This design comes from an exercise in tuning for small area and a short achievable clock period on the open sky130 flow, not from production work.
Where RTL was checked, it was by simulation tests only, not by an equivalence proof against the original.
Power is estimated from default activity; no workload was simulated.

## exe_stage
module exe_stage (
    input  logic        clk,
    input  logic        rst,
    input  logic        in_valid,
    input  logic        hold,
    input  logic        flush,
    input  logic [63:0] pc,
    input  logic [31:0] inst,
    input  logic [63:0] rs1_data,
    input  logic [63:0] rs2_data,
    input  logic [63:0] imm,
    input  logic [63:0] csr_val,
    input  logic [22:0] ctrl,
    output logic        out_valid,
    output logic        out_redirect,
    output logic        out_we_reg,
    output logic [4:0]  out_rd,
    output logic [63:0] out_pc,
    output logic [63:0] out_result,
    output logic [63:0] out_csr_result,
    output logic [63:0] out_npc
);
Settings: LEC_CHECK=0, ABC_AREA=1, CAP_MARGIN=20, CORE_MARGIN=2, CORE_UTILIZATION=40, PLACE_DENSITY=0.65, SETUP_SLACK_MARGIN=4, SLEW_MARGIN=20, TNS_END_PERCENT=0; clock period 7.0 ns.
standard.sh (not shown) runs the stock make flow with config.mk's settings and CLKGATE_MAP_FILE= SYNTH_SCRIPT=/design/flow/synth_recipe.tcl, a recipe that flattens the netlist after the stock synthesis.
==> flow/flow/run.sh <==
#!/bin/bash
# Standard ORFS layout (the standard.sh), with the port buffers made of
# sky130_fd_sc_hd__buf_1 instead of the default delay buffer.
set -euo pipefail
cd "$(dirname "$0")/.."
bash standard.sh "BUFFER_PORTS_ARGS=-buffer_cell sky130_fd_sc_hd__buf_1" finish > make_finish.log 2>&1
The baseline finished with timing, DRC and antenna clean.
==> next run, changes <==
--- a/flow/config.mk
+++ b/flow/config.mk
@@ -11,3 +11,2 @@
 export CORE_UTILIZATION = 40
-export PLACE_DENSITY = 0.65
 export SETUP_SLACK_MARGIN = 4
After rerunning: The new run passed the timing, design-rule and antenna checks; total power grows by 2.8%; area after synthesis stays the same; register-to-register slack degrades by 0.03 ns; worst setup slack degrades by 0.033 ns; die area is unchanged; final area falls by 0.85%; wire length decreases by 1.6%; fmax fell by about 0.8%; non-clock buffer count fell by 17; via count fell by about 1.5%.
==> next run, changes <==
--- a/flow/config.mk
+++ b/flow/config.mk
@@ -13,2 +13,2 @@
 export SLEW_MARGIN = 20
-export TNS_END_PERCENT = 0
+export TNS_END_PERCENT = 5
What happened: The new run ran to the end with no violations; wire length rose by 1.4%; hold slack gets worse by 0.0069 ns; final cell count rose by 0.37%; non-clock buffer count rose by 29; power barely changes; sequential power barely changes; clock skew stays the same; setup slack gets worse by 0.060 ns; count of clock-buffer cells in the layout rose by 3; sequential share of layout area fell by 0.16 points; die area does not change.
==> next run, changes <==
--- a/flow/config.mk
+++ b/flow/config.mk
@@ -10,5 +10,5 @@
 export CORE_MARGIN = 2
-export CORE_UTILIZATION = 40
-export SETUP_SLACK_MARGIN = 4
+export CORE_UTILIZATION = 35
+export SETUP_SLACK_MARGIN = 4.5
 export SLEW_MARGIN = 20
-export TNS_END_PERCENT = 5
+export TNS_END_PERCENT = 0
Outcome: Worst hold slack is about the same; via count increases by 0.37%; clock power decreases by 13%; wire length increases by 2.0%; cell area increases by 0.55%; synthesized cell count is unchanged; clock skew stays the same; cell count increases by 2.8%; maximum frequency decreases by 1.7%.
==> next run, changes <==
--- a/flow/config.mk
+++ b/flow/config.mk
@@ -10,4 +10,4 @@
 export CORE_MARGIN = 2
-export CORE_UTILIZATION = 35
-export SETUP_SLACK_MARGIN = 4.5
+export CORE_UTILIZATION = 45
+export SETUP_SLACK_MARGIN = 3.5
 export SLEW_MARGIN = 20
The changed run produced a clean layout. Routed wire length is lower by 6.0%. Synthesized area does not change. Power is lower by 2.5%. Die area is lower by 22%. Combinational power is lower by about 5%. Via count is lower by 0.70%. Global-route usage is higher by 7.4 points.

========
exe_stage, a different RTL version from the one above (not shown whole).
Size in the first run: ~260 flip-flops, roughly 640 I/O pins, ~0.034 mm2 of cells after synthesis.
export LEC_CHECK = 0
export ABC_AREA = 1
export CAP_MARGIN = 20
export CORE_MARGIN = 2
export CORE_UTILIZATION = 45
export SETUP_SLACK_MARGIN = 3.5
export SLEW_MARGIN = 20
export TNS_END_PERCENT = 0
create_clock -name core_clock -period 7.0 [get_ports {clk}]
Scripts as last shown in full above: flow/flow/run.sh
The baseline passed the timing, design-rule and antenna checks.
Next try:
Settings changed: ABC_AREA 1 to 0, SETUP_SLACK_MARGIN 3.5 to 2.5.
Result: Critical path depth came out lower by 8; wire length came out lower by 22%; fmax came out lower by 21%; via count came out lower by 21%; sequential power barely changes; power came out lower by 11%; synthesized area came out lower by 7.5%; worst setup slack got worse by 1.2 ns; cell area came out lower by 9.6%; utilization came out lower by 1.1 points.

========
04-09:
Another version of the RTL of exe_stage (not shown whole).
Size: about 5700 cells after synthesis, ~260 flip-flops, about 640 I/O pins.
Settings: LEC_CHECK=0, ABC_AREA=1, CAP_MARGIN=20, CORE_MARGIN=2, CORE_UTILIZATION=45, SETUP_SLACK_MARGIN=2.5, SLEW_MARGIN=20, TNS_END_PERCENT=0; clock period 7.0 ns.
Scripts as last shown in full above: flow/flow/run.sh
04-09: done, clean on timing, DRC and antenna
--- input diff 04-09..10-26 ---
--- a/flow/config.mk
+++ b/flow/config.mk
@@ -11,4 +11,2 @@
 export CORE_UTILIZATION = 45
-export SETUP_SLACK_MARGIN = 2.5
 export SLEW_MARGIN = 20
-export TNS_END_PERCENT = 0
[summary]
~same power dissipated in the clock network in 10-26 and 04-09
[10-26 vs 04-09] maximum fanout along the worst path: lower in 10-26
Looking at slew at the pin closest to its max-slew limit across 10-26 and 04-09, the one that comes out higher is 04-09.
Compared with 04-09, in 10-26 worst setup slack moved down; number of buffers and inverters on the critical path shows an increase of 1; met3 track demand over resource in global routing rose by 2.1 points; utilization fell 2.1 points.
No run of this note included a check of the RTL's function; only the layout flow was run.

========
RTL: one of the versions met above, not the one the previous note started from.
Size in the first run: roughly 5,900 cells after synthesis, roughly 260 flip-flops, ~640 I/O pins, roughly 0.033 sq mm of cells after synthesis.
clock: 7.0 ns
lec_check: 0
abc_area: 1
cap_margin: 0
core_margin: 2
core_utilization: 40
setup_slack_margin: 4
slew_margin: 0
tns_end_percent: 0
Scripts as last shown in full above: flow/flow/run.sh
Change:
- CAP_MARGIN: 0 -> 20
- CORE_UTILIZATION: 40 -> 45
- SETUP_SLACK_MARGIN: 4 -> 3
- SLEW_MARGIN: 0 -> 20
Sequential share of layout area came out lower by 0.22 points.
First-iteration DRC count came out higher by 2.6%.
Setup slack loses 0.052 ns.
Global-route usage came out higher by 3.9 points.
Non-clock buffer count came out higher by 47.
Synthesized cell count is unchanged.
Wire length came out lower by 0.93%.
Total power came out lower by 0.72%.
Count of clock-buffer cells in the layout came out lower by 12.
Critical path depth came out lower by 1.
Clock skew does not change.

-- afterwards: timing with drivers on the ports --
No port has a modelled driver above. Below, the same layouts with a new extraction and two added sets of constraints. Step 1: set_driving_cell puts a clkbuf_16 on clk and a buf_2 on each other input, an assumption about the parent block. Step 2, shift: input delay + t, output delay - t, t = (earliest + latest rising clock arrival at the registers) / 2. This alone moves slack from input paths to output paths. Slacks: ideal / step 1 / step 2; pairs: ideal / step 1.
run | t (ns) | setup slack, ns | worst setup path at the end | worst slew at a driven data input, ns
the first run of note 1 | 0.642 | 2.925 / 2.949 / 2.307 | input to register | 0.18
the second run of note 1 | 0.629 | 2.892 / 2.915 / 2.286 | input to register | 0.23
the third run of note 1 | 0.628 | 2.833 / 2.861 / 2.233 | input to register | 0.19
the fourth run of note 1 | 0.671 | 2.761 / 2.804 / 2.133 | input to register | 0.19
the fifth run of note 1 | 0.636 | 2.751 / 2.735 / 2.099 | input to register | 0.15
the first run of note 2 | 0.645 | 2.625 / 2.536 / 1.891 | input to register | 0.23
the second run of note 2 | 0.621 | 1.437 / 1.476 / 0.854 | input to register | 0.13
04-09 | 0.633 | 2.286 / 2.299 / 1.666 | input to register | 0.13
10-26 | 0.627 | 1.253 / 1.296 / 0.669 | input to register | 0.14
the first run of note 4 | 0.627 | 2.900 / 2.919 / 2.291 | input to register | 0.23
the second run of note 4 | 0.649 | 2.848 / 2.855 / 2.206 | input to register | 0.22
After both steps setup and hold are still met in every run listed. For the first run of note 2, which loses most, drivers alone change the setup slack by -0.089 ns; drivers and shift together by -0.734 ns.
